Context: an optimization exercise on an open-source flow, tuned for small area and a short achievable clock period. The choices shown serve that exercise and are no tape-out recipe.
Function was checked by simulation only, so behaviour that the tests miss may differ from the original.
Power and IR drop assume default switching activity.

==> design/flow/design.v <==
`default_nettype none
package mem_subsystem_pkg;
	typedef logic [16-1:0]   addr_t;     
	typedef logic [16-1:0]   data_t;
	typedef logic [5-1:0] sb_idx_t;   
	typedef struct packed {
		logic    is_store;    
		addr_t   base;
		addr_t   offset;
		data_t   src_data;    
		sb_idx_t sb_index;    
	} ls_issue_t;
	typedef struct packed {
		sb_idx_t index;
		addr_t   addr;
		data_t   data;
	} sb_fill_t;
	typedef struct packed {
		logic  match;
		data_t data;
	} sb_search_t;
	typedef struct packed {
		logic  read;
		logic  write;
		addr_t addr;
		data_t data;
	} mem_req_t;
endpackage
`default_nettype wire
`default_nettype none
`timescale 1ns/1ps
module load_store_unit (
	input  wire issue_valid,
	input  wire mem_subsystem_pkg::ls_issue_t issue,
	output logic is_load,
	output logic is_store,
	output mem_subsystem_pkg::addr_t eff_addr,
	output mem_subsystem_pkg::addr_t ab_xor,
	output mem_subsystem_pkg::addr_t ab_and,
	output mem_subsystem_pkg::addr_t ab_or
);
	assign is_load = issue_valid & ~issue.is_store;
	assign is_store = issue_valid & issue.is_store;
	assign eff_addr = issue.base + issue.offset;
	assign ab_xor = issue.base ^ issue.offset;
	assign ab_and = issue.base & issue.offset;
	assign ab_or = issue.base | issue.offset;
endmodule
`default_nettype wire
`default_nettype none
`timescale 1ns/1ps
module store_buffer (
	input  wire clk,
	input  wire rst_n,
	input  wire reserve,
	output mem_subsystem_pkg::sb_idx_t reserve_index,
	output logic sb_full,
	output logic sb_empty,
	input  wire fill_valid,
	input  wire mem_subsystem_pkg::sb_idx_t fill_index,
	input  wire mem_subsystem_pkg::addr_t fill_addr,
	input  wire mem_subsystem_pkg::data_t fill_data,
	input  wire mem_subsystem_pkg::addr_t ab_xor,
	input  wire mem_subsystem_pkg::addr_t ab_and,
	input  wire mem_subsystem_pkg::addr_t ab_or,
	output logic fwd_hit,
	output mem_subsystem_pkg::data_t fwd_data,
	input  wire retire_valid,
	input  wire mem_subsystem_pkg::sb_idx_t retire_index,
	input  wire flush,
	input  wire load_issue,                     
	output logic drain,
	output mem_subsystem_pkg::addr_t drain_addr,
	output mem_subsystem_pkg::data_t drain_data
);
	localparam int N = 32;
	logic [N-1:0] valid_q;       
	logic [N-1:0] filled_q;      
	logic [N-1:0] committed_q;   
	mem_subsystem_pkg::addr_t addr_q [N];
	mem_subsystem_pkg::data_t data_q [N];
	mem_subsystem_pkg::sb_idx_t head_q;     
	mem_subsystem_pkg::sb_idx_t tail_q;     
	mem_subsystem_pkg::sb_idx_t commit_q;   
	logic full_q;                           
	logic empty_q;                          
	logic [N-1:0] valid_n, filled_n, committed_n;
	mem_subsystem_pkg::sb_idx_t head_n, tail_n, commit_n;
	logic head_ready;
	assign reserve_index = tail_q;
	assign sb_full = full_q;
	assign sb_empty = empty_q;
	assign head_ready = valid_q[head_q] & filled_q[head_q] & committed_q[head_q];
	assign drain = head_ready & ~load_issue;
	assign drain_addr = addr_q[head_q];
	assign drain_data = data_q[head_q];
	always_comb begin
		valid_n = valid_q;
		filled_n = filled_q;
		committed_n = committed_q;
		head_n = head_q;
		tail_n = tail_q;
		commit_n = retire_valid ? retire_index + 1'b1 : commit_q;
		if (reserve && !flush) begin
			valid_n[tail_q] = 1'b1;
			filled_n[tail_q] = 1'b0;
			committed_n[tail_q] = 1'b0;
			tail_n = tail_q + 1'b1;
		end
		if (fill_valid) begin
			filled_n[fill_index] = 1'b1;
		end
		if (retire_valid) begin
			committed_n[retire_index] = 1'b1;
		end
		if (drain) begin
			valid_n[head_q] = 1'b0;
			filled_n[head_q] = 1'b0;
			committed_n[head_q] = 1'b0;
			head_n = head_q + 1'b1;
		end
		if (flush) begin
			for (int i = 0; i < N; i++) begin
				if (!committed_q[i] && !(retire_valid && retire_index == mem_subsystem_pkg::sb_idx_t'(i))) begin
					valid_n[i] = 1'b0;
				end
			end
			tail_n = commit_n;
		end
		if (!rst_n) begin
			valid_n = '0;
			filled_n = '0;
			committed_n = '0;
			head_n = '0;
			tail_n = '0;
			commit_n = '0;
		end
	end
	always_ff @(posedge clk) begin
		valid_q <= valid_n;
		filled_q <= filled_n;
		committed_q <= committed_n;
		head_q <= head_n;
		tail_q <= tail_n;
		commit_q <= commit_n;
		full_q <= valid_n[tail_n];
		empty_q <= ~valid_n[head_n];
	end
	always_ff @(posedge clk) begin
		if (fill_valid) begin
			addr_q[fill_index] <= fill_addr;
			data_q[fill_index] <= fill_data;
		end
	end
	logic [N-1:0] match;
	always_comb begin
		for (int i = 0; i < N; i++) begin
			logic [16-1:0] k, cin;
			k = addr_q[i];
			cin[0] = 1'b0;
			for (int b = 1; b < 16; b++) begin
				cin[b] = k[b-1] ? ab_and[b-1] : ab_or[b-1];
			end
			match[i] = valid_q[i] & filled_q[i] & ~|(ab_xor ^ k ^ cin);
		end
	end
	logic [2*N-1:0] ranked;
	logic [2*N-1:0] newer;    
	logic [N-1:0] pick;
	always_comb begin
		for (int i = 0; i < N; i++) begin
			ranked[i + N] = match[i] & (mem_subsystem_pkg::sb_idx_t'(i) < head_q);
			ranked[i] = match[i] & ~(mem_subsystem_pkg::sb_idx_t'(i) < head_q);
		end
		newer[2*N-1] = 1'b0;
		for (int p = 2*N-2; p >= 0; p--) begin
			newer[p] = newer[p+1] | ranked[p+1];
		end
		for (int i = 0; i < N; i++) begin
			pick[i] = (ranked[i + N] & ~newer[i + N]) | (ranked[i] & ~newer[i]);
		end
		fwd_hit = |match;
		fwd_data = '0;
		for (int i = 0; i < N; i++) begin
			fwd_data = fwd_data | (data_q[i] & {16{pick[i]}});
		end
	end
endmodule
`default_nettype wire
`default_nettype none
`timescale 1ns/1ps
module data_memory (
	input  wire clk,
	input  wire [8-1:0] read_addr,
	output mem_subsystem_pkg::data_t read_data,
	input  wire write_en,
	input  wire [8-1:0] write_addr,
	input  wire mem_subsystem_pkg::data_t write_data
);
	localparam int MEM_WORDS = 1 << 8;
	logic [MEM_WORDS-1:0][16-1:0] mem_q;
	always_ff @(posedge clk) begin
		for (int w = 0; w < MEM_WORDS; w++) begin
			if (write_en && write_addr == 8'(w)) begin
				mem_q[w] <= write_data;
			end
		end
	end
	always_comb begin
		read_data = '0;
		for (int w = 0; w < MEM_WORDS; w++) begin
			read_data = read_data | (mem_q[w] & {16{read_addr == 8'(w)}});
		end
	end
endmodule
`default_nettype wire
`default_nettype none
`timescale 1ns/1ps
module mem_subsystem (
	input  wire clk,
	input  wire rst_n,
	input  wire reserve,
	output wire mem_subsystem_pkg::sb_idx_t reserve_index,
	output wire sb_full,
	output wire sb_empty,
	input  wire issue_valid,
	input  wire mem_subsystem_pkg::ls_issue_t issue,
	input  wire retire_valid,
	input  wire mem_subsystem_pkg::sb_idx_t retire_index,
	input  wire flush,
	output wire load_done,
	output wire mem_subsystem_pkg::data_t load_data
);
	logic is_load, is_store;
	mem_subsystem_pkg::addr_t eff_addr, ab_xor, ab_and, ab_or;
	logic fwd_hit;
	mem_subsystem_pkg::data_t fwd_data;
	logic drain;
	mem_subsystem_pkg::addr_t drain_addr;
	mem_subsystem_pkg::data_t drain_data;
	mem_subsystem_pkg::data_t mem_rdata;
	load_store_unit u_lsu (
		.issue_valid(issue_valid), .issue(issue),
		.is_load(is_load), .is_store(is_store), .eff_addr(eff_addr),
		.ab_xor(ab_xor), .ab_and(ab_and), .ab_or(ab_or)
	);
	store_buffer u_sb (
		.clk(clk), .rst_n(rst_n),
		.reserve(reserve), .reserve_index(reserve_index),
		.sb_full(sb_full), .sb_empty(sb_empty),
		.fill_valid(is_store), .fill_index(issue.sb_index),
		.fill_addr(eff_addr), .fill_data(issue.src_data),
		.ab_xor(ab_xor), .ab_and(ab_and), .ab_or(ab_or),
		.fwd_hit(fwd_hit), .fwd_data(fwd_data),
		.retire_valid(retire_valid), .retire_index(retire_index), .flush(flush),
		.load_issue(is_load), .drain(drain),
		.drain_addr(drain_addr), .drain_data(drain_data)
	);
	data_memory u_dmem (
		.clk(clk),
		.read_addr(eff_addr[8-1:0]), .read_data(mem_rdata),
		.write_en(drain), .write_addr(drain_addr[8-1:0]),
		.write_data(drain_data)
	);
	logic load_q;
	mem_subsystem_pkg::data_t load_data_q;
	always_ff @(posedge clk) begin
		if (!rst_n) begin
			load_q <= 1'b0;
		end else begin
			load_q <= is_load;
		end
	end
	always_ff @(posedge clk) begin
		load_data_q <= fwd_hit ? fwd_data : mem_rdata;   
	end
	assign load_done = load_q;
	assign load_data = load_data_q;
endmodule
`default_nettype wire
==> design/flow/run.sh <==
#!/bin/bash
# synth_recipe.tcl (not shown) runs the flow's synth.tcl, then flattens the netlist and writes it again
# the make line also repeats each setting of config.mk as NAME=value (left out here)
make -C /OpenROAD-flow-scripts/flow DESIGN_CONFIG=/design/flow/config.mk WORK_HOME=/design/flow/orfs CLKGATE_MAP_FILE= SYNTH_SCRIPT=/design/flow/synth_recipe.tcl finish
==> design/flow/config.mk <==
export PLATFORM = sky130hd
export DESIGN_NAME = mem_subsystem
export DESIGN_NICKNAME = mem_subsystem
export VERILOG_FILES = /design/flow/design.v
export SDC_FILE = /design/flow/constraint.sdc
export NUM_CORES = 4
export LEC_CHECK = 0
export CAP_MARGIN = 20
export CORE_MARGIN = 2
export CORE_UTILIZATION = 55
export SLEW_MARGIN = 20
export SYNTH_MEMORY_MAX_BITS = 8192
==> design/flow/constraint.sdc <==
create_clock -name core_clock -period 9.0 [get_ports {clk}]
set_input_delay 1.8000 -clock core_clock [delete_from_list [all_inputs] [get_ports {clk}]]
set_output_delay 1.8000 -clock core_clock [all_outputs]
set_load 0.01 [all_outputs]
==> reports/qor.csv, run 1 <==
metric,value,unit
status,did not finish,
Fail Step,global routing,
Error,[ERROR GRT-0116] Global routing finished with congestion. Check the congestion regions in the DRC Viewer.,
largest net degree at the start of global routing,158,
"FFs w/ async S/R, synth",0,%
Detail Placement HPWL,1070000,µm
root buffer cell,clkbuf_16,
Placement Setup Slack,-0.385,ns
DIE WIDTH,638,µm
Initial Util,55.3,%
Synth Area in Simple Gates,9.45,%
Overall Global Routing Usage,77.7,%
Mapped Cells,14714,
largest family of logic cells by synthesized area,compound AO/OA/AOI/OAI gates,
Most used DFF post-synth,edfxtp_1,
"Seq/Total Area, Yosys",70.6,%
Num CTS Buffers,549,
global-route wire length before repair,2040000,µm
Synth Area in Adders,0.303,%
Max H-tree Level,6,
clk buf depth,4,
Compound-Gate Fraction of Synth Area,11.0,%
proportion of synthesized area in mux cells,3.68,%
Synth Warn #,3,
num ports,89,
TritonCTS Sinks,5250,
Post-Syn Area per Cell,15.0,µm²
hold buffer count at CTS,0,
"area leader, netlist",edfxtp_1,
IO buf count,88,
"Gates resized, CTS repair",0,
Routability Congestion,1.41,
post-synth top area share,69.5,%
gr ovfl total,124,
Post-synth EDFFs,5120,
die height,638,µm
Synth Area in XOR/XNOR,3.02,%
FP Rows,232,
#FFs+latches synth,5250,
synthesized area,0.221,mm²
synth top area cells,"edfxtp_1 (69%), a22oi_1 (4.8%), mux4_2 (2.5%), xnor2_1 (2.3%), nor2_1 (1.6%)",
vias in the first global route,191618,
Yosys cell types,130,
post-CTS setup buffer count,0,
metrics by stage:
stage	cells	cell area [µm²]	TNS (ns)
3_3_place_gp	20915	243000	-7.54
3_5_place_dp	20964	244000	-1.75
4_1_cts	21943	261000	0
2_1_floorplan	14714	221000	0
cells by family after synthesis:
group	Yosys count
AO/OA/AOI/OAI	3243
XOR/XNOR	733
adder cells (fa/ha/maj)	53
buffers and inverters	937
flip-flops	5250
multiplexers	504
AND/OR/NAND/NOR	3994
synth_stat cells, types with 225 or more instances:
master / instances
nor2_1: 923
nor3_1: 250
mux4_2: 245
nor2b_1: 261
mux2i_1: 235
and3_1: 225
clkbuf_1: 490
a22oi_1: 1412
xnor2_1: 574
nand4_1: 269
o21ai_0: 226
nand2b_1: 249
edfxtp_1: 5120
a21oi_1: 304
nand3_1: 503
nand2_1: 652
worst max-delay path by stage:
stage | startpoint | end | slack, ns | cells after the start
floorplan | u_sb.head_q[2] | u_dmem.mem_q[0] | 0.57 | 13
global placement | issue[30] | load_data_q[14] | -1.65 | 23
detailed placement | issue[30] | load_data_q[10] | -0.38 | 23
CTS | issue[30] | load_data_q[10] | 0.67 | 23
power by group through the flow:
stage	registers, mW	logic (mW)	clock network, mW
CTS	27.0	5.28	22.4
global placement	27.5	5.19	0
floorplan	27.3	1.99	0
detailed placement	27.5	5.26	0
per-layer routing:
layer  GRT overflow  GRT usage (%)
met2             50           86.2
met1             22           81.9
met3             19           69.5
met5              2           52.2
met4             31           68.5
==> inputs of run 2 (changes only) <==
--- a/design/flow/design.v
+++ b/design/flow/design.v
@@ -66,2 +66,4 @@
 	output logic fwd_hit,
+	output logic [32-1:0] fwd_pick,      
+	input  wire [32-1:0] fwd_pick_q,
 	output mem_subsystem_pkg::data_t fwd_data,
@@ -155,32 +157,75 @@
 	logic [N-1:0] match;
+	logic [N-1:0][16-1:0] slot_data;
+	for (genvar i = 0; i < N; i++) begin : g_match
+		sb_match u_match (
+			.key(addr_q[i]), .live(valid_q[i] & filled_q[i]),
+			.ab_xor(ab_xor), .ab_and(ab_and), .ab_or(ab_or),
+			.match(match[i])
+		);
+		assign slot_data[i] = data_q[i];
+	end
+	sb_newest u_newest (.match(match), .head(head_q), .pick(fwd_pick), .hit(fwd_hit));
+	sb_fwd_mux u_fwd_mux (.pick(fwd_pick_q), .slot_data(slot_data), .data(fwd_data));
+endmodule
+`default_nettype wire
+`default_nettype none
+module sb_match (
+	input  wire mem_subsystem_pkg::addr_t key,
+	input  wire live,
+	input  wire mem_subsystem_pkg::addr_t ab_xor,
+	input  wire mem_subsystem_pkg::addr_t ab_and,
+	input  wire mem_subsystem_pkg::addr_t ab_or,
+	output logic match
+);
+	mem_subsystem_pkg::addr_t cin;
 	always_comb begin
-		for (int i = 0; i < N; i++) begin
-			logic [16-1:0] k, cin;
-			k = addr_q[i];
-			cin[0] = 1'b0;
-			for (int b = 1; b < 16; b++) begin
-				cin[b] = k[b-1] ? ab_and[b-1] : ab_or[b-1];
-			end
-			match[i] = valid_q[i] & filled_q[i] & ~|(ab_xor ^ k ^ cin);
+		cin[0] = 1'b0;
+		for (int b = 1; b < 16; b++) begin
+			cin[b] = key[b-1] ? ab_and[b-1] : ab_or[b-1];
 		end
+		match = live & ~|(ab_xor ^ key ^ cin);
 	end
-	logic [2*N-1:0] ranked;
-	logic [2*N-1:0] newer;    
-	logic [N-1:0] pick;
+endmodule
+module sb_newest (
+	input  wire [32-1:0] match,
+	input  wire mem_subsystem_pkg::sb_idx_t head,
+	output logic [32-1:0] pick,
+	output logic hit
+);
+	localparam int N = 32;
+	logic [N-1:0] below;
+	logic [N-1:0] match_below;
+	logic [N:0] any_above;         
+	logic [N:0] any_below_above;   
 	always_comb begin
 		for (int i = 0; i < N; i++) begin
-			ranked[i + N] = match[i] & (mem_subsystem_pkg::sb_idx_t'(i) < head_q);
-			ranked[i] = match[i] & ~(mem_subsystem_pkg::sb_idx_t'(i) < head_q);
-		end
-		newer[2*N-1] = 1'b0;
-		for (int p = 2*N-2; p >= 0; p--) begin
-			newer[p] = newer[p+1] | ranked[p+1];
+			below[i] = mem_subsystem_pkg::sb_idx_t'(i) < head;
 		end
+		match_below = match & below;
+		any_above = suffix_or({1'b0, match});
+		any_below_above = suffix_or({1'b0, match_below});
 		for (int i = 0; i < N; i++) begin
-			pick[i] = (ranked[i + N] & ~newer[i + N]) | (ranked[i] & ~newer[i]);
+			pick[i] = match[i] & ~(below[i] ? any_below_above[i+1]
+				: (any_above[i+1] | any_below_above[0]));
 		end
-		fwd_hit = |match;
-		fwd_data = '0;
-		for (int i = 0; i < N; i++) begin
-			fwd_data = fwd_data | (data_q[i] & {16{pick[i]}});
+		hit = |match;
+	end
+	function automatic logic [N:0] suffix_or(input logic [N:0] v);
+		logic [N:0] r;
+		r = v;
+		for (int d = 1; d <= N; d = d * 2) begin
+			r = r | (r >> d);
+		end
+		suffix_or = r;
+	endfunction
+endmodule
+module sb_fwd_mux (
+	input  wire [32-1:0] pick,
+	input  wire [32-1:0][16-1:0] slot_data,
+	output mem_subsystem_pkg::data_t data
+);
+	always_comb begin
+		data = '0;
+		for (int i = 0; i < 32; i++) begin
+			data = data | (slot_data[i] & {16{pick[i]}});
 		end
@@ -194,3 +239,4 @@
 	input  wire [8-1:0] read_addr,
-	output mem_subsystem_pkg::data_t read_data,
+	input  wire read_mask,                         
+	output mem_subsystem_pkg::data_t read_data,    
 	input  wire write_en,
@@ -201,6 +247,16 @@
 	logic [MEM_WORDS-1:0][16-1:0] mem_q;
+	logic wr_pend_q;
+	logic [8-1:0] wr_addr_q;
+	mem_subsystem_pkg::data_t wr_data_q;
+	always_ff @(posedge clk) begin
+		wr_pend_q <= write_en;
+		wr_addr_q <= write_addr;
+		if (write_en) begin
+			wr_data_q <= write_data;   
+		end
+	end
 	always_ff @(posedge clk) begin
 		for (int w = 0; w < MEM_WORDS; w++) begin
-			if (write_en && write_addr == 8'(w)) begin
-				mem_q[w] <= write_data;
+			if (wr_pend_q && wr_addr_q == 8'(w)) begin
+				mem_q[w] <= wr_data_q;
 			end
@@ -208,6 +264,22 @@
 	end
+	logic [3:0][16-1:0] quarter_data;
+	logic bypass;
+	for (genvar q = 0; q < 4; q++) begin : g_quarter
+		mem_read_mux u_read_mux (
+			.words(mem_q[q*64 +: 64]), .addr(read_addr[5:0]), .data(quarter_data[q])
+		);
+	end
+	assign bypass = wr_pend_q && wr_addr_q == read_addr;
+	logic [3:0][16-1:0] quarter_data_q;
+	logic [3:0] quarter_sel_q;
+	logic bypass_q;
+	always_ff @(posedge clk) begin
+		quarter_data_q <= quarter_data;
+		quarter_sel_q <= (read_mask || bypass) ? 4'b0 : 4'(1) << read_addr[7:6];
+		bypass_q <= bypass && !read_mask;
+	end
 	always_comb begin
-		read_data = '0;
-		for (int w = 0; w < MEM_WORDS; w++) begin
-			read_data = read_data | (mem_q[w] & {16{read_addr == 8'(w)}});
+		read_data = wr_data_q & {16{bypass_q}};
+		for (int q = 0; q < 4; q++) begin
+			read_data = read_data | (quarter_data_q[q] & {16{quarter_sel_q[q]}});
 		end
@@ -215,2 +287,27 @@
 endmodule
+`default_nettype none
+module mem_read_mux (
+	input  wire [63:0][16-1:0] words,
+	input  wire [5:0] addr,
+	output mem_subsystem_pkg::data_t data
+);
+	logic [7:0] hi, lo;
+	logic [7:0][16-1:0] grp;
+	assign hi = 8'(1) << addr[5:3];
+	assign lo = 8'(1) << addr[2:0];
+	always_comb begin
+		for (int g = 0; g < 8; g++) begin
+			grp[g] = '0;
+			for (int j = 0; j < 8; j++) begin
+				grp[g] = grp[g] | (words[g*8+j] & {16{lo[j]}});
+			end
+		end
+		data = '0;
+		for (int g = 0; g < 8; g++) begin
+			data = data | (grp[g] & {16{hi[g]}});
+		end
+	end
+endmodule
+`default_nettype wire
+`default_nettype none
 `default_nettype wire
@@ -236,2 +333,4 @@
 	logic fwd_hit;
+	logic [32-1:0] fwd_pick;
+	logic [32-1:0] fwd_pick_q;
 	mem_subsystem_pkg::data_t fwd_data;
@@ -253,3 +352,4 @@
 		.ab_xor(ab_xor), .ab_and(ab_and), .ab_or(ab_or),
-		.fwd_hit(fwd_hit), .fwd_data(fwd_data),
+		.fwd_hit(fwd_hit), .fwd_pick(fwd_pick),
+		.fwd_pick_q(fwd_pick_q), .fwd_data(fwd_data),
 		.retire_valid(retire_valid), .retire_index(retire_index), .flush(flush),
@@ -260,3 +360,4 @@
 		.clk(clk),
-		.read_addr(eff_addr[8-1:0]), .read_data(mem_rdata),
+		.read_addr(eff_addr[8-1:0]), .read_mask(fwd_hit),
+		.read_data(mem_rdata),
 		.write_en(drain), .write_addr(drain_addr[8-1:0]),
@@ -265,3 +366,2 @@
 	logic load_q;
-	mem_subsystem_pkg::data_t load_data_q;
 	always_ff @(posedge clk) begin
@@ -274,6 +374,6 @@
 	always_ff @(posedge clk) begin
-		load_data_q <= fwd_hit ? fwd_data : mem_rdata;   
+		fwd_pick_q <= fwd_pick;
 	end
 	assign load_done = load_q;
-	assign load_data = load_data_q;
+	assign load_data = fwd_data | mem_rdata;
 endmodule
--- a/design/flow/config.mk
+++ b/design/flow/config.mk
@@ -9,4 +9,8 @@
 export CORE_MARGIN = 2
-export CORE_UTILIZATION = 55
+export CORE_UTILIZATION = 45
+export CTS_CLUSTER_DIAMETER = 100
+export CTS_CLUSTER_SIZE = 20
+export SETUP_SLACK_MARGIN = 4.0
 export SLEW_MARGIN = 20
 export SYNTH_MEMORY_MAX_BITS = 8192
+export TNS_END_PERCENT = 30
==> reports/qor.csv, run 2 <==
metric,value,unit
root buffer cell,clkbuf_16,
share of layout cells above drive strength 1,13.6,%
vias in the first global route,130349,
Synth-to-Final Area Change,11.7,%
Final nets,13737,
Mapped Cells,13316,
Num CTS Buffers,311,
First-pass DRT Iterations,9,
Placed Instance Area,0.228,mm²
"area leader, netlist",edfxtp_1,
Overall Global Routing Usage,32.6,%
vias per cell,6.84,
Initial Util,45.2,%
crit path launch type,input port,
final WL,822000,µm
Max Cap Viol,0,
clk buf depth,4,
#FFs+latches synth,5360,
CTS tree,built,
Detail Placement HPWL,504000,µm
leakage power total,73.5,nW
CP arrival,6.07,ns
largest stage delay on the critical path,0.61,ns
final instance area,0.242,mm²
hold crit path type,reg2reg,
largest net degree at the start of global routing,197,
"Data required, critical path",9.84,ns
global-route wire length before repair,1110000,µm
clock-pin slew on the worst setup and hold paths,0.09,ns
"commonest non-fill, non-tap cell in the layout",edfxtp_1,
die height,698,µm
gr ovfl total,0,
Max IR drop VDD,0.176,mV
Final Cycle Share,58.1,%
Max H-tree Level,5,
Fin. Hold Viols,0,
worst path cell trace,"clkdlybuf4s50_1, inv_1, ha_4, a21o_1, a21oi_2, o21ai_0, a21oi_2, xnor2_4, buf_12, nand2_8, buf_4, a31oi_1, nor4_2, nand3_1",
TritonCTS Sinks,5360,
crit path capture type,flip-flop,
list of most frequent post-synthesis cells,"edfxtp_1 (5136), a22oi_1 (1497), xnor2_1 (661)",
Max Clock Skew,0.0500,ns
unrepaired setup endpoints after global routing,true,
"CP delay by family, top",buffers and inverters,
most frequent cells in the layout,"edfxtp_1 (5136), a22oi_1 (1497), xnor2_1 (632)",
Vias,138362,
Slowest cell on crit path,nor4_2,
IO buf count,88,
worst-margin pin slew,1.27,ns
Worst path most repeated cell,a21oi_2,
hold buffer count at CTS,0,
"count leader, synth",edfxtp_1,
Avg WL per Cell,40.7,µm
"Seq/Total Area, Yosys",73.3,%
Final Setup Violations,0,
max frequency,0.191,GHz
Synth Warn #,7,
FP Rows,254,
total power,49.3,mW
Post-Syn Area per Cell,16.3,µm²
setup TNS,0,ns
fin util,50.5,%
initial antenna violation count,70,
status,no timing/DRC/antenna violations,
synthesized area,0.216,mm²
DRC viols,0,
kind of critical path,in2reg,
"FFs w/ async S/R, synth",0,%
post-synth top area share,71.3,%
CP Max Fanout,29,
Core Box Area,0.479,mm²
initial DRC count,22098,
clock latency (worst-skew pair),1.03,ns
top flop regs,"u_dmem.mem_q: 4096 flops, u_sb.addr_q: 512 flops, u_sb.data_q: 512 flops",
die area,0.487,mm²
DIE WIDTH,698,µm
max FFs per register,4096,
Yosys cell types,98,
Routed Antenna Nets,0,
worst hold margin,0.496,ns
pwr/cell area,204,mW/mm²
synth top area cells,"edfxtp_1 (71%), a22oi_1 (5.2%), xnor2_1 (2.7%), mux4_2 (2.6%), dfxtp_1 (2.1%)",
Top reg by flops,u_dmem.mem_q,
minimum clock period,5.23,ns
Most used DFF post-synth,edfxtp_1,
num ports,89,
buffers and inverters on the worst path,4,
Final Max Tran Viols,0,
Max-slew headroom,15.3,%
Routability Congestion,0.997,
Post-synth EDFFs,5136,
-- run 2: stage by stage --
step	setup slack [ns]	std cells
floorplan	3.31	13316
global placement	1.02	19461
detailed placement	1.28	19464
CTS	3.74	20077
global route	3.74	20208
finish	3.77	20230
-- run 2: timing repair --
| item | 4_1_cts | 5_1_grt |
|---|---|---|
| cloned | 7 | 4 |
| endpoints found under the setup margin | 375 | 233 |
| endpoints found under the hold margin | 0 | 0 |
| buffers inserted | 115 | 109 |
| pin swaps | 58 | 70 |
| gates resized for setup | 229 | 213 |
-- run 2: where the power goes --
group / total, mW / switching (mW) / leakage [nW] / internal, mW
clock: 15.0 / 8.25 / 4.34 / 6.72
sequential: 28.1 / 0.835 / 48.0 / 27.2
combinational: 6.28 / 4.33 / 21.1 / 1.95
-- run 2: worst reg2reg max path: stages, from the launching register on --
cell and delay (ns):
dfxtp_2 0.68, buf_4 0.58, inv_2 0.40, xnor2_1 0.61, nand2_1 0.42, o31ai_1 0.69, nor3_1 0.22, mux4_2 0.49
o2111a_1 0.26, nor4_2 0.43
-- run 2: routing by layer --
layer	wire (µm)	global-route usage [%]	vias to the layer above	share of wire [%]
met5	221	0	-	0.027
met4	59300	19.6	30	7.2
met3	92000	7.59	2001	11
met2	380000	51.5	9856	46
met1	291000	41.1	71698	35
li1	-	-	54777	-
-- run 2: final timing paths --
| check | depth (start not counted) | to | slack (ns) | start |
|---|---|---|---|---|
| worst max register to register | 9 | u_sb.empty_q | 4.04 | u_sb.head_q[4] |
| worst min-delay path | 2 | u_sb.committed_q[0] | 0.50 | u_sb.committed_q[0] |
| worst max-delay path | 14 | u_dmem.quarter_data_q[21] | 3.77 | issue[38] |
| worst min register to register | 2 | u_sb.committed_q[0] | 0.50 | u_sb.committed_q[0] |
-- run 2: layout make-up --
type	instances	area (µm²)
fillers	39188	237000
flip-flops and latches	5360	159000
multi-input cells	6962	56500
repair buffers	863	8720
clock buffers	460	8520
well taps	6400	8010
inverters	121	537
clock inverters	31	505
diodes	33	82.6
-- run 2: cell families after synthesis --
logic type | after synthesis | share of synthesized area [%]
buffers and inverters | 999 | 1.86
AO/OA/AOI/OAI | 3397 | 11.7
AND/OR/NAND/NOR | 2070 | 5.07
XOR/XNOR | 862 | 3.54
multiplexers | 575 | 4.15
adder cells (fa/ha/maj) | 53 | 0.310
flip-flops | 5360 | 73.3
==> inputs of run 3 (changes only) <==
==> design/flow/flow/run.sh (new file) <==
#!/bin/bash
# The standard layout, with two changes to how the resizer works: it may
# swap a cell for one of another footprint (MATCH_CELL_FOOTPRINT=0), and the
# port buffers are plain buffers (buf_4) instead of the delay cells it picks
# on its own. Everything else, including synthesis, is standard.sh's.
set -euo pipefail
bash standard.sh MATCH_CELL_FOOTPRINT=0 \
	"BUFFER_PORTS_ARGS=-buffer_cell sky130_fd_sc_hd__buf_4" \
	finish > standard.log 2>&1
==> design/flow/standard.sh (new file) <==
#!/bin/bash
# synth_recipe.tcl (not shown) runs the flow's synth.tcl, then flattens the netlist and writes it again
# the make line also repeats each setting of config.mk as NAME=value (left out here)
make -C /OpenROAD-flow-scripts/flow DESIGN_CONFIG=/design/flow/config.mk WORK_HOME=/design/flow/orfs CLKGATE_MAP_FILE= SYNTH_SCRIPT=/design/flow/synth_recipe.tcl "${@:-finish}"
--- a/design/flow/config.mk
+++ b/design/flow/config.mk
@@ -9,3 +9,3 @@
 export CORE_MARGIN = 2
-export CORE_UTILIZATION = 45
+export CORE_UTILIZATION = 52
 export CTS_CLUSTER_DIAMETER = 100
removed: design/flow/run.sh
==> reports/qor.csv, run 3 <==
metric,value,unit
worst-margin pin slew,1.23,ns
"FFs w/ async S/R, synth",0,%
Top reg by flops,u_dmem.mem_q,
vias in the first global route,129685,
synth top area cells,"edfxtp_1 (71%), a22oi_1 (5.2%), xnor2_1 (2.7%), mux4_2 (2.6%), dfxtp_1 (2.1%)",
Overall Global Routing Usage,36.9,%
crit path capture type,flip-flop,
Final nets,13654,
reg2reg end,u_sb.empty_q,
"area leader, netlist",edfxtp_1,
Yosys cell types,98,
root buffer cell,clkbuf_16,
"Seq/Total Area, Yosys",73.3,%
Fin. Hold Viols,0,
Max H-tree Level,5,
minimum clock period,5.20,ns
Max-slew headroom,17.5,%
max FFs per register,4096,
Final Setup Violations,0,
last element of the critical path,u_dmem.quarter_data_q[4],
kind of critical path,in2reg,
crit path launch type,input port,
status,no timing/DRC/antenna violations,
initial DRC count,22520,
num ports,89,
clock latency (worst-skew pair),1.02,ns
CTS tree,built,
largest net degree at the start of global routing,183,
leakage power total,72.5,nW
CP Launch Point,issue[21],
die area,0.421,mm²
gr ovfl total,0,
First-pass DRT Iterations,7,
"Data required, critical path",9.94,ns
Vias,137376,
Core Box Area,0.414,mm²
Initial Util,52.3,%
Finished Layout Cells,19197,
"count leader, synth",edfxtp_1,
vias per cell,7.16,
Synth Warn #,7,
Most used DFF post-synth,edfxtp_1,
Final Max Tran Viols,0,
DRC viols,0,
#FFs+latches synth,5360,
global-route wire length before repair,1080000,µm
most frequent cells in the layout,"edfxtp_1 (5136), a22oi_1 (1497), buf_4 (670)",
Final Cycle Share,57.8,%
max frequency,0.192,GHz
clock-pin slew on the worst setup and hold paths,0.09,ns
die height,649,µm
pwr/cell area,206,mW/mm²
Mapped Cells,13316,
Post-Syn Area per Cell,16.3,µm²
initial antenna violation count,48,
"commonest non-fill, non-tap cell in the layout",edfxtp_1,
RR Startpoint,u_sb.head_q[2],
Routability Congestion,0.987,
clk buf depth,4,
list of most frequent post-synthesis cells,"edfxtp_1 (5136), a22oi_1 (1497), xnor2_1 (661)",
synthesized area,0.216,mm²
Avg WL per Cell,41.6,µm
dpl cells,18593,
"reg-to-reg slack, setup",3.82,ns
TritonCTS Sinks,5360,
FP Rows,236,
IO buf count,88,
Detail Placement HPWL,496000,µm
CP Max Fanout,93,
Max Cap Viol,0,
final WL,799000,µm
fin util,57.5,%
Num CTS Buffers,310,
Max Clock Skew,0.0755,ns
Worst Reg-to-Reg Cells,13,
total power,49.0,mW
post-synth top area share,71.3,%
Max IR drop VDD,0.212,mV
Routed Antenna Nets,0,
top flop regs,"u_dmem.mem_q: 4096 flops, u_sb.addr_q: 512 flops, u_sb.data_q: 512 flops",
CP arrival,6.14,ns
Synth-to-Final Area Change,9.84,%
hold crit path type,reg2reg,
Post-synth EDFFs,5136,
unrepaired setup endpoints after global routing,true,
DIE WIDTH,649,µm
setup TNS,0,ns
share of layout cells above drive strength 1,12.9,%
run 3: cell counts after synthesis:
No cell type changed its count.
run 3: what timing repair did:
action | in CTS | in global routing
endpoints found under the setup margin | 246 | 186
gates cloned | 2 | 1
buffers inserted | 49 | 44
pin swaps | 19 | 21
hold buffers | 0 | 0
gates resized for setup | 122 | 40
run 3: through the flow:
| step | worst slack [ns] | hold slack (ns) | cell area (µm²) |
|---|---|---|---|
| 6_report | 3.80 | 0.491 | 238000 |
| 3_5_place_dp | 1.75 | 0.480 | 227000 |
| 4_1_cts | 3.87 | 0.493 | 237000 |
| 5_1_grt | 3.76 | 0.516 | 238000 |
| 2_1_floorplan | 3.31 | 0.442 | 217000 |
| 3_3_place_gp | 1.72 | 0.480 | 226000 |
run 3: cell type report:
class | count | area, µm²
flip-flops and latches | 5360 | 159000
fillers | 31351 | 176000
multi-input cells | 6959 | 55600
inverters | 121 | 505
clock buffers | 444 | 8450
repair buffers | 783 | 7050
clock inverters | 33 | 452
well taps | 5474 | 6850
repair inverters | 1 | 5.00
diodes | 22 | 55.1
run 3: cell families after synthesis:
| logic type | count (synthesis) | synth area share [%] |
|---|---|---|
| buffers and inverters | 999 | 1.86 |
| multiplexers | 575 | 4.15 |
| AND/OR/NAND/NOR | 2070 | 5.07 |
| AO/OA/AOI/OAI | 3397 | 11.7 |
| flip-flops | 5360 | 73.3 |
| XOR/XNOR | 862 | 3.54 |
| adder cells (fa/ha/maj) | 53 | 0.310 |
run 3: how the worst min path moves through the flow:
stage | startpoint | to | slack, ns | cells after the start
5_1_grt | u_sb.commit_q[2] | u_sb.commit_q[2] | 0.52 | 2
3_3_place_gp | u_sb.commit_q[2] | u_sb.commit_q[2] | 0.48 | 2
4_1_cts | u_sb.commit_q[4] | u_sb.commit_q[4] | 0.49 | 2
6_report | u_sb.commit_q[4] | u_sb.commit_q[4] | 0.49 | 2
3_5_place_dp | u_sb.commit_q[4] | u_sb.commit_q[4] | 0.48 | 2
2_1_floorplan | u_sb.committed_q[0] | u_sb.committed_q[0] | 0.44 | 2
run 3: metal layers:
layer	routed length, µm	up-vias	share of wire (%)	track usage (%)
met5	212	-	0.027	0.113
met1	287000	71129	36	48.2
met3	90000	1933	11	8.19
li1	-	54545	-	-
met2	365000	9744	46	57.2
met4	56200	25	7.0	21.7
run 3: where the power goes:
group / switching [mW] / internal [mW] / total (mW)
clock: 8.20 / 6.67 / 14.9
sequential: 0.855 / 27.2 / 28.1
combinational: 4.26 / 1.82 / 6.08
run 3: critical path, cell delays in order:
cell and delay (ns):
buf_4 0.12, ha_1 0.22, fa_2 0.46, xnor2_1 0.18, buf_4 0.21, nor3_4 0.58, buf_4 0.44, buf_12 0.54
buf_6 0.47, a22o_1 0.24, a221oi_1 0.08, a31oi_1 0.43, nor4_1 0.14, nand3_1 0.10
==> inputs of run 4 (changes only) <==
--- a/design/flow/design.v
+++ b/design/flow/design.v
@@ -36,6 +36,3 @@
 	output logic is_store,
-	output mem_subsystem_pkg::addr_t eff_addr,
-	output mem_subsystem_pkg::addr_t ab_xor,
-	output mem_subsystem_pkg::addr_t ab_and,
-	output mem_subsystem_pkg::addr_t ab_or
+	output mem_subsystem_pkg::addr_t eff_addr
 );
@@ -44,5 +41,2 @@
 	assign eff_addr = issue.base + issue.offset;
-	assign ab_xor = issue.base ^ issue.offset;
-	assign ab_and = issue.base & issue.offset;
-	assign ab_or = issue.base | issue.offset;
 endmodule
@@ -62,5 +56,4 @@
 	input  wire mem_subsystem_pkg::data_t fill_data,
-	input  wire mem_subsystem_pkg::addr_t ab_xor,
-	input  wire mem_subsystem_pkg::addr_t ab_and,
-	input  wire mem_subsystem_pkg::addr_t ab_or,
+	input  wire mem_subsystem_pkg::addr_t search_base,
+	input  wire mem_subsystem_pkg::addr_t search_offset,
 	output logic fwd_hit,
@@ -158,2 +151,6 @@
 	logic [N-1:0][16-1:0] slot_data;
+	mem_subsystem_pkg::addr_t term_lo, term_hi;
+	sb_key_terms u_terms (
+		.base(search_base), .offset(search_offset), .term_lo(term_lo), .term_hi(term_hi)
+	);
 	for (genvar i = 0; i < N; i++) begin : g_match
@@ -161,3 +158,3 @@
 			.key(addr_q[i]), .live(valid_q[i] & filled_q[i]),
-			.ab_xor(ab_xor), .ab_and(ab_and), .ab_or(ab_or),
+			.term_lo(term_lo), .term_hi(term_hi),
 			.match(match[i])
@@ -171,2 +168,15 @@
 `default_nettype none
+module sb_key_terms (
+	input  wire mem_subsystem_pkg::addr_t base,
+	input  wire mem_subsystem_pkg::addr_t offset,
+	output mem_subsystem_pkg::addr_t term_lo,
+	output mem_subsystem_pkg::addr_t term_hi
+);
+	mem_subsystem_pkg::addr_t ab_xor, ab_and, ab_or;
+	assign ab_xor = base ^ offset;
+	assign ab_and = base & offset;
+	assign ab_or = base | offset;
+	assign term_lo = ab_xor ^ {ab_or[16-2:0], 1'b0};
+	assign term_hi = ab_xor ^ {ab_and[16-2:0], 1'b0};
+endmodule
 module sb_match (
@@ -174,14 +184,13 @@
 	input  wire live,
-	input  wire mem_subsystem_pkg::addr_t ab_xor,
-	input  wire mem_subsystem_pkg::addr_t ab_and,
-	input  wire mem_subsystem_pkg::addr_t ab_or,
+	input  wire mem_subsystem_pkg::addr_t term_lo,
+	input  wire mem_subsystem_pkg::addr_t term_hi,
 	output logic match
 );
-	mem_subsystem_pkg::addr_t cin;
+	mem_subsystem_pkg::addr_t miss;
 	always_comb begin
-		cin[0] = 1'b0;
+		miss[0] = key[0] ^ term_lo[0];
 		for (int b = 1; b < 16; b++) begin
-			cin[b] = key[b-1] ? ab_and[b-1] : ab_or[b-1];
+			miss[b] = key[b] ^ (key[b-1] ? term_hi[b] : term_lo[b]);
 		end
-		match = live & ~|(ab_xor ^ key ^ cin);
+		match = live & ~|miss;
 	end
@@ -266,5 +275,7 @@
 	logic bypass;
+	logic [63:0] word_sel;   
+	mem_decode6 u_decode (.addr(read_addr[5:0]), .sel(word_sel));
 	for (genvar q = 0; q < 4; q++) begin : g_quarter
 		mem_read_mux u_read_mux (
-			.words(mem_q[q*64 +: 64]), .addr(read_addr[5:0]), .data(quarter_data[q])
+			.words(mem_q[q*64 +: 64]), .sel(word_sel), .data(quarter_data[q])
 		);
@@ -288,21 +299,56 @@
 `default_nettype none
+module mem_decode6 (
+	input  wire [5:0] addr,
+	output logic [63:0] sel
+);
+	assign sel = 64'(1) << addr;
+endmodule
 module mem_read_mux (
 	input  wire [63:0][16-1:0] words,
-	input  wire [5:0] addr,
+	input  wire [63:0] sel,
 	output mem_subsystem_pkg::data_t data
 );
-	logic [7:0] hi, lo;
-	logic [7:0][16-1:0] grp;
-	assign hi = 8'(1) << addr[5:3];
-	assign lo = 8'(1) << addr[2:0];
+	logic [21:0][16-1:0] part_n;
+	for (genvar t = 0; t < 20; t++) begin : g_aoi3
+		mem_aoi3 u_aoi (
+			.d0(words[3*t]), .d1(words[3*t+1]), .d2(words[3*t+2]),
+			.s0(sel[3*t]), .s1(sel[3*t+1]), .s2(sel[3*t+2]),
+			.y_n(part_n[t])
+		);
+	end
+	for (genvar t = 0; t < 2; t++) begin : g_aoi2
+		mem_aoi2 u_aoi (
+			.d0(words[60+2*t]), .d1(words[61+2*t]),
+			.s0(sel[60+2*t]), .s1(sel[61+2*t]),
+			.y_n(part_n[20+t])
+		);
+	end
+	mem_nand22 u_nand (.a_n(part_n), .y(data));
+endmodule
+module mem_aoi3 (
+	input  wire mem_subsystem_pkg::data_t d0, d1, d2,
+	input  wire s0, s1, s2,
+	output mem_subsystem_pkg::data_t y_n
+);
+	assign y_n = ~((d0 & {16{s0}}) | (d1 & {16{s1}}) | (d2 & {16{s2}}));
+endmodule
+module mem_aoi2 (
+	input  wire mem_subsystem_pkg::data_t d0, d1,
+	input  wire s0, s1,
+	output mem_subsystem_pkg::data_t y_n
+);
+	assign y_n = ~((d0 & {16{s0}}) | (d1 & {16{s1}}));
+endmodule
+module mem_nand22 (
+	input  wire [21:0][16-1:0] a_n,
+	output mem_subsystem_pkg::data_t y
+);
 	always_comb begin
-		for (int g = 0; g < 8; g++) begin
-			grp[g] = '0;
-			for (int j = 0; j < 8; j++) begin
-				grp[g] = grp[g] | (words[g*8+j] & {16{lo[j]}});
+		for (int b = 0; b < 16; b++) begin
+			logic all_high;
+			all_high = 1'b1;
+			for (int t = 0; t < 22; t++) begin
+				all_high = all_high & a_n[t][b];
 			end
-		end
-		data = '0;
-		for (int g = 0; g < 8; g++) begin
-			data = data | (grp[g] & {16{hi[g]}});
+			y[b] = ~all_high;
 		end
@@ -331,3 +377,3 @@
 	logic is_load, is_store;
-	mem_subsystem_pkg::addr_t eff_addr, ab_xor, ab_and, ab_or;
+	mem_subsystem_pkg::addr_t eff_addr;
 	logic fwd_hit;
@@ -342,4 +388,3 @@
 		.issue_valid(issue_valid), .issue(issue),
-		.is_load(is_load), .is_store(is_store), .eff_addr(eff_addr),
-		.ab_xor(ab_xor), .ab_and(ab_and), .ab_or(ab_or)
+		.is_load(is_load), .is_store(is_store), .eff_addr(eff_addr)
 	);
@@ -351,3 +396,3 @@
 		.fill_addr(eff_addr), .fill_data(issue.src_data),
-		.ab_xor(ab_xor), .ab_and(ab_and), .ab_or(ab_or),
+		.search_base(issue.base), .search_offset(issue.offset),
 		.fwd_hit(fwd_hit), .fwd_pick(fwd_pick),
==> design/flow/run.sh (new file) <==
#!/bin/bash
# synth_recipe.tcl (not shown) runs the flow's synth.tcl, then flattens the netlist and writes it again
# the make line also repeats each setting of config.mk as NAME=value (left out here)
make -C /OpenROAD-flow-scripts/flow DESIGN_CONFIG=/design/flow/config.mk WORK_HOME=/design/flow/orfs CLKGATE_MAP_FILE= SYNTH_SCRIPT=/design/flow/synth_recipe.tcl finish
--- a/design/flow/config.mk
+++ b/design/flow/config.mk
@@ -14,3 +14,5 @@
 export SLEW_MARGIN = 20
+export SYNTH_HIERARCHICAL = 1
 export SYNTH_MEMORY_MAX_BITS = 8192
+export SYNTH_MINIMUM_KEEP_SIZE = 0
 export TNS_END_PERCENT = 30
removed: design/flow/flow/run.sh
removed: design/flow/standard.sh
==> reports/qor.csv, run 4 <==
metric,value,unit
status,no timing/DRC/antenna violations,
"Data required, critical path",7.20,ns
Overall Global Routing Usage,34.9,%
top flop regs,"u_dmem.mem_q: 4096 flops, u_sb.addr_q: 512 flops, u_sb.data_q: 512 flops",
max frequency,0.187,GHz
First-pass DRT Iterations,13,
Slowest cell on crit path,a222oi_1,
setup TNS,0,ns
Mapped Cells,11356,
die area,0.408,mm²
clock-pin slew on the worst setup and hold paths,0.09,ns
Max-slew headroom,13.3,%
Max IR drop VDD,0.176,mV
Finished Layout Cells,17661,
"commonest non-fill, non-tap cell in the layout",edfxtp_1,
Final nets,12298,
Top reg by flops,u_dmem.mem_q,
IO buf count,88,
Detail Placement HPWL,447000,µm
Final Max Tran Viols,0,
vias per cell,7.26,
synthesized area,0.210,mm²
FP Rows,233,
hold crit path type,reg2reg,
global-route wire length before repair,991000,µm
Avg WL per Cell,41.5,µm
total power,47.3,mW
last element of the critical path,load_data[7],
Max Cap Viol,0,
kind of critical path,reg2out,
fin util,58.3,%
initial DRC count,27095,
TritonCTS Sinks,5360,
final WL,733000,µm
Routed Antenna Nets,0,
Vias,128147,
Final Setup Violations,0,
Initial Util,52.1,%
largest stage delay on the critical path,0.73,ns
Max H-tree Level,5,
DIE WIDTH,639,µm
Num CTS Buffers,309,
clk buf depth,4,
most frequent cells in the layout,"edfxtp_1 (5136), a222oi_1 (1296), buf_4 (734)",
CP Max Fanout,16,
die height,639,µm
root buffer cell,clkbuf_16,
gr ovfl total,0,
Routability Congestion,0.914,
initial antenna violation count,50,
unrepaired setup endpoints after global routing,true,
Final Cycle Share,59.5,%
crit path launch type,flip-flop,
Fillers,29506,
DRC viols,0,
Max Clock Skew,0.0719,ns
Synth-to-Final Area Change,11.9,%
minimum clock period,5.36,ns
clock latency (worst-skew pair),1.01,ns
max FFs per register,4096,
Core Box Area,0.402,mm²
largest net degree at the start of global routing,185,
num ports,89,
worst path cell trace,"a222oi_1, nand2_2, or2_1, clkdlybuf4s50_1",
vias in the first global route,121327,
"reg-to-reg slack, setup",3.95,ns
RR Startpoint,u_sb.head_q[1],
CP arrival,3.56,ns
dpl cells,16847,
hold buffer count at CTS,0,
CTS tree,built,
Synth Warn #,13,
Fin. Hold Viols,0,
worst-margin pin slew,1.30,ns
crit path capture type,primary output,
Worst Reg-to-Reg Cells,8,
share of layout cells above drive strength 1,17.8,%
leakage power total,73.8,nW
reg2reg end,u_dmem.wr_data_q[9],
pwr/cell area,202,mW/mm²
CP Launch Point,u_dmem.quarter_sel_q[2],
Post-Syn Area per Cell,18.4,µm²
[run 4: layout make-up]
class / count / area (µm²) / area share (%)
Antenna cell: 49 / 123 / 0.0523
Clock buffer: 441 / 8400 / 3.58
Clock inverter: 30 / 459 / 0.196
Inverter: 93 / 369 / 0.157
Multi-Input combinational cell: 5393 / 49900 / 21.3
Sequential cell: 5360 / 159000 / 67.7
Tap cell: 5287 / 6620 / 2.82
Timing Repair Buffer: 1008 / 9790 / 4.18
[run 4: how the worst min path moves through the flow]
stage | from | end | cells after the start
2_1_floorplan | u_dmem.mem_q[512] | u_dmem.quarter_data_q[0] | 2
3_3_place_gp | u_dmem.mem_q[1494] | u_dmem.quarter_data_q[22] | 2
3_5_place_dp | u_dmem.mem_q[1489] | u_dmem.quarter_data_q[17] | 2
4_1_cts | u_dmem.mem_q[1498] | u_dmem.quarter_data_q[26] | 2
5_1_grt | u_dmem.mem_q[521] | u_dmem.quarter_data_q[9] | 2
6_report | u_dmem.mem_q[473] | u_dmem.quarter_data_q[9] | 2
[run 4: timing repair]
item / CTS / global route
resized for setup: 276 / 186
gates cloned: 39 / 14
endpoints found under the setup margin: 124 / 128
buffers inserted: 186 / 53
pin swaps: 180 / 54
[run 4: power by group]
| part | total (mW) | switching [mW] | internal, mW | leakage [nW] |
|---|---|---|---|---|
| logic | 5.13 | 3.43 | 1.70 | 21.5 |
| clock network | 14.7 | 8.09 | 6.61 | 4.26 |
| registers | 27.5 | 0.232 | 27.3 | 48.0 |
[run 4: critical path: cells and delay by family (launching register included)]
| kind | cells | cell delay, ns |
|---|---|---|
| AO/OA/AOI/OAI | 1 | 0.73 |
| buffers and inverters | 1 | 0.49 |
| flip-flops | 1 | 0.52 |
| AND/OR/NAND/NOR | 2 | 0.79 |
[run 4: metrics by stage]
stage	worst slack, ns	instance area, µm²	hold slack (ns)
2_1_floorplan	3.25	210000	0.443
3_3_place_gp	0.716	220000	0.451
3_5_place_dp	0.768	220000	0.469
4_1_cts	3.58	233000	0.477
5_1_grt	3.65	234000	0.497
6_report	3.64	234000	0.486
[run 4: routing by layer]
| metal | GRT usage [%] | routed length (µm) | vias to the layer above |
|---|---|---|---|
| li1 | - | - | 50549 |
| met1 | 46.6 | 264000 | 66390 |
| met2 | 55.7 | 343000 | 9620 |
| met3 | 6.94 | 85100 | 1558 |
| met4 | 15.7 | 40800 | 30 |
| met5 | 0.295 | 198 | - |
==> inputs of run 5 (changes only) <==
--- a/design/flow/design.v
+++ b/design/flow/design.v
@@ -206,4 +206,4 @@
 	logic [N-1:0] match_below;
-	logic [N:0] any_above;         
-	logic [N:0] any_below_above;   
+	logic [N:0] any_above_n;         
+	logic [N:0] any_below_above_n;   
 	always_comb begin
@@ -212,19 +212,70 @@
 		end
-		match_below = match & below;
-		any_above = suffix_or({1'b0, match});
-		any_below_above = suffix_or({1'b0, match_below});
-		for (int i = 0; i < N; i++) begin
-			pick[i] = match[i] & ~(below[i] ? any_below_above[i+1]
-				: (any_above[i+1] | any_below_above[0]));
-		end
-		hit = |match;
 	end
-	function automatic logic [N:0] suffix_or(input logic [N:0] v);
-		logic [N:0] r;
-		r = v;
-		for (int d = 1; d <= N; d = d * 2) begin
-			r = r | (r >> d);
-		end
-		suffix_or = r;
-	endfunction
+	assign match_below = match & below;
+	sb_suffix_nor u_sfx_all (.v(match), .y_n(any_above_n));
+	sb_suffix_nor u_sfx_below (.v(match_below), .y_n(any_below_above_n));
+	for (genvar i = 0; i < N; i++) begin : g_pick
+		sb_pick_gate u_pick (
+			.match(match[i]), .below(below[i]),
+			.none_below_above(any_below_above_n[i+1]),
+			.none_above(any_above_n[i+1]),
+			.none_below(any_below_above_n[0]),
+			.pick(pick[i])
+		);
+	end
+	assign hit = ~any_above_n[0];
+endmodule
+module sb_suffix_nor (
+	input  wire [32-1:0] v,
+	output logic [32:0] y_n
+);
+	localparam int N = 32;
+	logic [N-1:0] s1, s2, s3, s4, s5;
+	for (genvar i = 0; i < N; i++) begin : g_s
+		if (i + 1 < N) begin : g1
+			sb_nor2 u1 (.a(v[i]), .b(v[i+1]), .y(s1[i]));
+		end else begin : g1e
+			sb_inv u1 (.a(v[i]), .y(s1[i]));
+		end
+		if (i + 2 < N) begin : g2
+			sb_nand2 u2 (.a(s1[i]), .b(s1[i+2]), .y(s2[i]));
+		end else begin : g2e
+			sb_inv u2 (.a(s1[i]), .y(s2[i]));
+		end
+		if (i + 4 < N) begin : g3
+			sb_nor2 u3 (.a(s2[i]), .b(s2[i+4]), .y(s3[i]));
+		end else begin : g3e
+			sb_inv u3 (.a(s2[i]), .y(s3[i]));
+		end
+		if (i + 8 < N) begin : g4
+			sb_nand2 u4 (.a(s3[i]), .b(s3[i+8]), .y(s4[i]));
+		end else begin : g4e
+			sb_inv u4 (.a(s3[i]), .y(s4[i]));
+		end
+		if (i + 16 < N) begin : g5
+			sb_nor2 u5 (.a(s4[i]), .b(s4[i+16]), .y(s5[i]));
+		end else begin : g5e
+			sb_inv u5 (.a(s4[i]), .y(s5[i]));
+		end
+	end
+	assign y_n = {1'b1, s5};
+endmodule
+module sb_pick_gate (
+	input  wire match,
+	input  wire below,
+	input  wire none_below_above,
+	input  wire none_above,
+	input  wire none_below,
+	output logic pick
+);
+	assign pick = match & (below ? none_below_above : (none_above & none_below));
+endmodule
+module sb_nor2 (input wire a, input wire b, output logic y);
+	assign y = ~(a | b);
+endmodule
+module sb_nand2 (input wire a, input wire b, output logic y);
+	assign y = ~(a & b);
+endmodule
+module sb_inv (input wire a, output logic y);
+	assign y = ~a;
 endmodule
@@ -345,12 +396,37 @@
 );
-	always_comb begin
-		for (int b = 0; b < 16; b++) begin
-			logic all_high;
-			all_high = 1'b1;
-			for (int t = 0; t < 22; t++) begin
-				all_high = all_high & a_n[t][b];
-			end
-			y[b] = ~all_high;
-		end
-	end
+	logic [10:0][16-1:0] l1;
+	logic [5:0][16-1:0] l2;
+	logic [2:0][16-1:0] l3;
+	logic [1:0][16-1:0] l4;
+	for (genvar t = 0; t < 11; t++) begin : g_l1
+		mem_nand2 u (.a(a_n[2*t]), .b(a_n[2*t+1]), .y(l1[t]));
+	end
+	for (genvar t = 0; t < 5; t++) begin : g_l2
+		mem_nor2 u (.a(l1[2*t]), .b(l1[2*t+1]), .y(l2[t]));
+	end
+	mem_inv u_l2e (.a(l1[10]), .y(l2[5]));
+	for (genvar t = 0; t < 3; t++) begin : g_l3
+		mem_nand2 u (.a(l2[2*t]), .b(l2[2*t+1]), .y(l3[t]));
+	end
+	mem_nor2 u_l4a (.a(l3[0]), .b(l3[1]), .y(l4[0]));
+	mem_inv u_l4b (.a(l3[2]), .y(l4[1]));
+	mem_nand2 u_y (.a(l4[0]), .b(l4[1]), .y(y));
+endmodule
+module mem_nand2 (
+	input  wire mem_subsystem_pkg::data_t a, b,
+	output mem_subsystem_pkg::data_t y
+);
+	assign y = ~(a & b);
+endmodule
+module mem_nor2 (
+	input  wire mem_subsystem_pkg::data_t a, b,
+	output mem_subsystem_pkg::data_t y
+);
+	assign y = ~(a | b);
+endmodule
+module mem_inv (
+	input  wire mem_subsystem_pkg::data_t a,
+	output mem_subsystem_pkg::data_t y
+);
+	assign y = ~a;
 endmodule
==> design/flow/flow/run.sh (new file) <==
#!/bin/bash
# The standard layout, with two changes to how the resizer works: it may
# swap a cell for one of another footprint (MATCH_CELL_FOOTPRINT=0), and the
# port buffers are plain buffers (buf_4) instead of the delay cells it picks
# on its own. Everything else, including synthesis, is standard.sh's.
set -euo pipefail
bash standard.sh MATCH_CELL_FOOTPRINT=0 \
	"BUFFER_PORTS_ARGS=-buffer_cell sky130_fd_sc_hd__buf_4" \
	finish > standard.log 2>&1
==> design/flow/standard.sh (new file) <==
#!/bin/bash
# synth_recipe.tcl (not shown) runs the flow's synth.tcl, then flattens the netlist and writes it again
# the make line also repeats each setting of config.mk as NAME=value (left out here)
make -C /OpenROAD-flow-scripts/flow DESIGN_CONFIG=/design/flow/config.mk WORK_HOME=/design/flow/orfs CLKGATE_MAP_FILE= SYNTH_SCRIPT=/design/flow/synth_recipe.tcl "${@:-finish}"
removed: design/flow/run.sh
==> reports/qor.csv, run 5 <==
metric,value,unit
crit path launch type,input port,
Final nets,13390,
Routability Congestion,0.959,
Top reg by flops,u_dmem.mem_q,
initial DRC count,26171,
largest stage delay on the critical path,0.43,ns
"Data required, critical path",9.89,ns
Mapped Cells,12631,
die area,0.415,mm²
Initial Util,52.1,%
Max-slew headroom,11.4,%
unrepaired setup endpoints after global routing,true,
Max Cap Viol,0,
Synth-to-Final Area Change,10.2,%
Final Max Tran Viols,0,
max FFs per register,4096,
"CP delay by family, top",simple AND/OR/NAND/NOR gates,
Avg WL per Cell,39.5,µm
largest net degree at the start of global routing,170,
TritonCTS Sinks,5360,
Post-Syn Area per Cell,16.9,µm²
Final Setup Violations,0,
clk buf depth,4,
status,no timing/DRC/antenna violations,
worst path cell trace,"buf_4, ha_2, fa_2, a21oi_4, nor2b_1, nor2_2, xnor2_4, or2_4, buf_4, buf_4, nor2_4, buf_12, a222oi_1, nand2_1, nor2_1, nand2_1, nor2_1, nand2_1",
First-pass DRT Iterations,11,
CP Max Fanout,64,
Max Clock Skew,0.0585,ns
synthesized area,0.213,mm²
vias in the first global route,125686,
IO buf count,88,
Routed Antenna Nets,0,
CTS tree,built,
Synth Warn #,12,
hold crit path type,reg2reg,
minimum clock period,5.20,ns
worst-margin pin slew,1.33,ns
"commonest non-fill, non-tap cell in the layout",edfxtp_1,
dpl cells,18251,
Final Cycle Share,57.8,%
worst hold margin,0.471,ns
Detail Placement HPWL,464000,µm
DRC viols,0,
Fin. Hold Viols,0,
Vias,132068,
DIE WIDTH,644,µm
num ports,89,
Core Box Area,0.409,mm²
setup TNS,0,ns
global-route wire length before repair,1010000,µm
CP arrival,6.08,ns
vias per cell,6.98,
initial antenna violation count,65,
gr ovfl total,0,
leakage power total,78.5,nW
top flop regs,"u_dmem.mem_q: 4096 flops, u_sb.addr_q: 512 flops, u_sb.data_q: 512 flops",
crit path capture type,flip-flop,
Max H-tree Level,5,
clock latency (worst-skew pair),0.99,ns
max frequency,0.192,GHz
kind of critical path,in2reg,
final WL,747000,µm
Overall Global Routing Usage,35.0,%
Num CTS Buffers,312,
share of layout cells above drive strength 1,15.8,%
Slowest cell on crit path,a222oi_1,
most frequent cells in the layout,"edfxtp_1 (5136), a222oi_1 (1296), nand2_1 (1192)",
pwr/cell area,202,mW/mm²
FP Rows,235,
Finished Layout Cells,18919,
root buffer cell,clkbuf_16,
clock-pin slew on the worst setup and hold paths,0.09,ns
Max IR drop VDD,0.197,mV
die height,644,µm
buffers and inverters on the worst path,4,
-- run 5: repair_timing --
action                                  4_1_cts  5_1_grt
hold buffers                                  0        0
hold endpoints to repair                      0        0
pin swaps                                    54       32
gates resized for setup                     175       99
cloned                                       19        2
endpoints found under the setup margin      119      118
buffers inserted                             85       35
-- run 5: path summary, 6_finish.rpt --
| check | slack (ns) | to | start | depth (start not counted) |
|---|---|---|---|---|
| worst max register to register | 4.01 | u_sb.empty_q | u_sb.head_q[0] | 14 |
| worst min register to register | 0.47 | u_sb.filled_q[14] | u_sb.filled_q[14] | 2 |
| worst min-delay path | 0.47 | u_sb.filled_q[14] | u_sb.filled_q[14] | 2 |
| worst max-delay path | 3.80 | u_dmem.quarter_data_q[27] | issue[21] | 18 |
-- run 5: worst reg2reg max path, delay by kind of cell (launching register included) --
family,cells,cell delay (ns)
AOI/OAI and AO/OA,3,0.91
xor gates and xnor gates,1,0.39
buffers and inverters,5,1.49
DFF,1,0.66
muxes,1,0.36
and+or+nand+nor,4,1.09
-- run 5: routing by layer --
metal | wire (µm) | part of all wire (%) | up-vias | GRT usage, %
met2 | 333000 | 45 | 9494 | 52.8
met1 | 274000 | 37 | 68251 | 47.6
met3 | 96300 | 13 | 1461 | 9.09
met4 | 43400 | 5.8 | 38 | 16.9
met5 | 245 | 0.033 | - | 0
li1 | - | - | 52824 | -
-- run 5: area by class of cell --
class	instances	area, µm²
clock buffers	446	8530
fillers	31175	174000
diodes	47	118
well taps	5451	6820
repair buffers	829	7170
clock inverters	32	405
multi-input cells	6483	52000
flip-flops and latches	5360	159000
inverters	271	1020
-- run 5: stage by stage --
step / total power [mW] / instance area, µm² / utilization, % / setup WS, ns
floorplan: 30.0 / 214000 / - / 3.45
global placement: 32.6 / 223000 / 54.6 / 1.51
detailed placement: 32.6 / 223000 / 54.6 / 1.61
CTS: 47.2 / 234000 / 57.2 / 3.83
global route: 48.4 / 235000 / 57.4 / 3.87
finish: 47.4 / 235000 / 57.4 / 3.80
-- run 5: power by group --
group	internal, mW	switching [mW]	leakage (nW)
clock network	6.70	8.09	4.30
logic	1.37	3.69	26.2
registers	27.3	0.276	48.0
==> inputs of run 6 (changes only) <==
--- a/design/flow/design.v
+++ b/design/flow/design.v
@@ -175,7 +175,22 @@
 	mem_subsystem_pkg::addr_t ab_xor, ab_and, ab_or;
-	assign ab_xor = base ^ offset;
-	assign ab_and = base & offset;
-	assign ab_or = base | offset;
-	assign term_lo = ab_xor ^ {ab_or[16-2:0], 1'b0};
-	assign term_hi = ab_xor ^ {ab_and[16-2:0], 1'b0};
+	sb_vec_xor u_xor (.a(base), .b(offset), .y(ab_xor));
+	sb_vec_and_or u_and_or (.a(base), .b(offset), .y_and(ab_and), .y_or(ab_or));
+	sb_vec_xor u_lo (.a(ab_xor), .b({ab_or[16-2:0], 1'b0}), .y(term_lo));
+	sb_vec_xor u_hi (.a(ab_xor), .b({ab_and[16-2:0], 1'b0}), .y(term_hi));
+endmodule
+module sb_vec_xor (
+	input  wire mem_subsystem_pkg::addr_t a,
+	input  wire mem_subsystem_pkg::addr_t b,
+	output mem_subsystem_pkg::addr_t y
+);
+	assign y = a ^ b;
+endmodule
+module sb_vec_and_or (
+	input  wire mem_subsystem_pkg::addr_t a,
+	input  wire mem_subsystem_pkg::addr_t b,
+	output mem_subsystem_pkg::addr_t y_and,
+	output mem_subsystem_pkg::addr_t y_or
+);
+	assign y_and = a & b;
+	assign y_or = a | b;
 endmodule
@@ -313,5 +328,3 @@
 		wr_addr_q <= write_addr;
-		if (write_en) begin
-			wr_data_q <= write_data;   
-		end
+		wr_data_q <= write_data;
 	end
@@ -334,14 +347,16 @@
 	assign bypass = wr_pend_q && wr_addr_q == read_addr;
+	logic [3:0] quarter_sel;
 	logic [3:0][16-1:0] quarter_data_q;
-	logic [3:0] quarter_sel_q;
-	logic bypass_q;
+	mem_subsystem_pkg::data_t bypass_data_q;
+	assign quarter_sel = (read_mask || bypass) ? 4'b0 : 4'(1) << read_addr[7:6];
 	always_ff @(posedge clk) begin
-		quarter_data_q <= quarter_data;
-		quarter_sel_q <= (read_mask || bypass) ? 4'b0 : 4'(1) << read_addr[7:6];
-		bypass_q <= bypass && !read_mask;
+		for (int q = 0; q < 4; q++) begin
+			quarter_data_q[q] <= quarter_data[q] & {16{quarter_sel[q]}};
+		end
+		bypass_data_q <= wr_data_q & {16{bypass && !read_mask}};
 	end
 	always_comb begin
-		read_data = wr_data_q & {16{bypass_q}};
+		read_data = bypass_data_q;
 		for (int q = 0; q < 4; q++) begin
-			read_data = read_data | (quarter_data_q[q] & {16{quarter_sel_q[q]}});
+			read_data = read_data | quarter_data_q[q];
 		end
==> reports/qor.csv, run 6 <==
metric,value,unit
Synth Warn #,12,
largest stage delay on the critical path,0.60,ns
Fin. Hold Viols,0,
most frequent cells in the layout,"edfxtp_1 (5120), a222oi_1 (1280), nand2_1 (1227)",
setup TNS,0,ns
final WL,765000,µm
DRC viols,0,
global-route wire length before repair,1030000,µm
grt met2 use,54.4,%
Comb power frac,11.5,%
Routed Antenna Nets,0,
worst hold margin,0.488,ns
final instance area,0.237,mm²
Routability Congestion,0.973,
Initial Util,52.1,%
GR met1 Demand/Resource,48.3,%
TritonCTS Sinks,5371,
CP arrival,6.13,ns
"Data required, critical path",9.87,ns
worst setup margin,3.74,ns
max FFs per register,4096,
max frequency,0.190,GHz
clk buf depth,4,
Post-Syn Area per Cell,16.8,µm²
kind of critical path,in2reg,
Finished Layout Cells,19137,
Final Setup Violations,0,
unrepaired setup endpoints after global routing,true,
minimum clock period,5.26,ns
Max H-tree Level,5,
Psw,12.1,mW
clock-pin slew on the worst setup and hold paths,0.10,ns
crit path launch type,input port,
IO buf count,88,
Synth-to-Final Area Change,11.1,%
Detail Placement HPWL,476000,µm
FP Rows,235,
hold crit path type,reg2reg,
hold buffer count at CTS,0,
worst-margin pin slew,1.25,ns
Slowest cell on crit path,a222oi_1,
Mapped Cells,12714,
Max Cap Viol,0,
initial antenna violation count,72,
clock latency (worst-skew pair),1.02,ns
First-pass DRT Iterations,14,
Final Cycle Share,58.5,%
die height,644,µm
share of layout cells above drive strength 1,16.6,%
top flop regs,"u_dmem.mem_q: 4096 flops, u_sb.addr_q: 512 flops, u_sb.data_q: 512 flops",
clock share of power,30.8,%
total power,47.4,mW
CTS tree,built,
Sw Share,25.5,%
"commonest non-fill, non-tap cell in the layout",edfxtp_1,
Final nets,13597,
Avg WL per Cell,40.0,µm
largest net degree at the start of global routing,171,
num ports,89,
Vias,134074,
met3 usage,8.92,%
Max Clock Skew,0.0663,ns
leakage power total,79.4,nW
Internal Power,35.3,mW
pwr/cell area,200,mW/mm²
Overall Global Routing Usage,36.0,%
status,no timing/DRC/antenna violations,
Num CTS Buffers,309,
Placement Setup Slack,1.42,ns
vias per cell,7.01,
gr ovfl total,0,
Top reg by flops,u_dmem.mem_q,
Fillers,30955,
Max IR drop VDD,0.165,mV
vias in the first global route,126798,
initial DRC count,26816,
worst path cell trace,"buf_4, ha_4, a21oi_4, buf_6, a21oi_1, nor2_2, xnor2_4, buf_12, buf_8, nand4bb_4, buf_12, buf_12, nor2_4, buf_4, a222oi_1, nand2_1, nor2_1, nand2_1, nor2_1, nand2_1, nor4b_1",
CP Max Fanout,35,
Flop pwr share,57.8,%
Placed Instance Area,0.224,mm²
root buffer cell,clkbuf_16,
Final Max Tran Viols,0,
GRT busiest layer,met2,
fin util,58.0,%
Max-slew headroom,16.9,%
crit path capture type,flip-flop,
Core Box Area,0.409,mm²
DIE WIDTH,644,µm
synthesized area,0.213,mm²
dpl cells,18324,
die area,0.415,mm²
run 6: what timing repair did:
item / 4_1_cts / 5_1_grt
setup endpoints to repair: 130 / 122
pin swaps: 108 / 19
buffers inserted: 230 / 22
resized for setup: 212 / 58
gates cloned: 54 / 2
run 6: path summary, 6_finish.rpt:
path / from / to / slack [ns] / depth (start not counted)
hold reg to reg: u_sb.filled_q[31] / u_sb.filled_q[31] / 0.49 / 2
setup / recovery: issue[23] / u_dmem.quarter_data_q[30] / 3.74 / 21
hold / removal: u_sb.filled_q[31] / u_sb.filled_q[31] / 0.49 / 2
setup reg to reg: u_sb.head_q[0] / u_sb.empty_q / 4.15 / 12
run 6: cell type report:
| cell class | instances | area [µm²] | area share (%) |
|---|---|---|---|
| sequential | 5371 | 159000 | 67.0 |
| multi-input combinational | 6620 | 52900 | 22.3 |
| timing repair buffer | 960 | 8780 | 3.70 |
| clock buffer | 432 | 8320 | 3.51 |
| tap | 5451 | 6820 | 2.88 |
| inverter | 232 | 883 | 0.373 |
| clock inverter | 28 | 344 | 0.145 |
| antenna | 43 | 108 | 0.0454 |
run 6: critical path, delay by kind of cell:
kind                     cells  cell delay [ns]
AO/OA/AOI/OAI                3             0.92
XOR/XNOR                     1             0.15
adder cells (fa/ha/maj)      1             0.29
buffers and inverters        7             1.33
AND/OR/NAND/NOR              9             1.60
run 6: power by group through the flow:
stage | sequential, mW | combinational, mW | clock [mW]
finish | 27.4 | 5.44 | 14.6
global route | 27.4 | 5.46 | 15.5
CTS | 27.4 | 5.17 | 14.7
detailed placement | 27.9 | 4.64 | 0
global placement | 27.9 | 4.63 | 0
floorplan | 27.9 | 2.21 | 0
run 6: routing by layer:
layer  part of all wire [%]  vias up  routed length [µm]
met5                  0.042        -                 319
met4                    6.5       54               49900
met3                     13     1606               96800
met2                     45     9690              342000
met1                     36    69332              276000
li1                       -    53392                   -

Check on run 6: ideal ports give 3.739 ns setup slack; a clkbuf_16 on the clock port and buf_2 on the inputs give 3.515 ns; moving port delays by the midpoint clock arrival (1.091 ns) as well gives 2.424 ns.
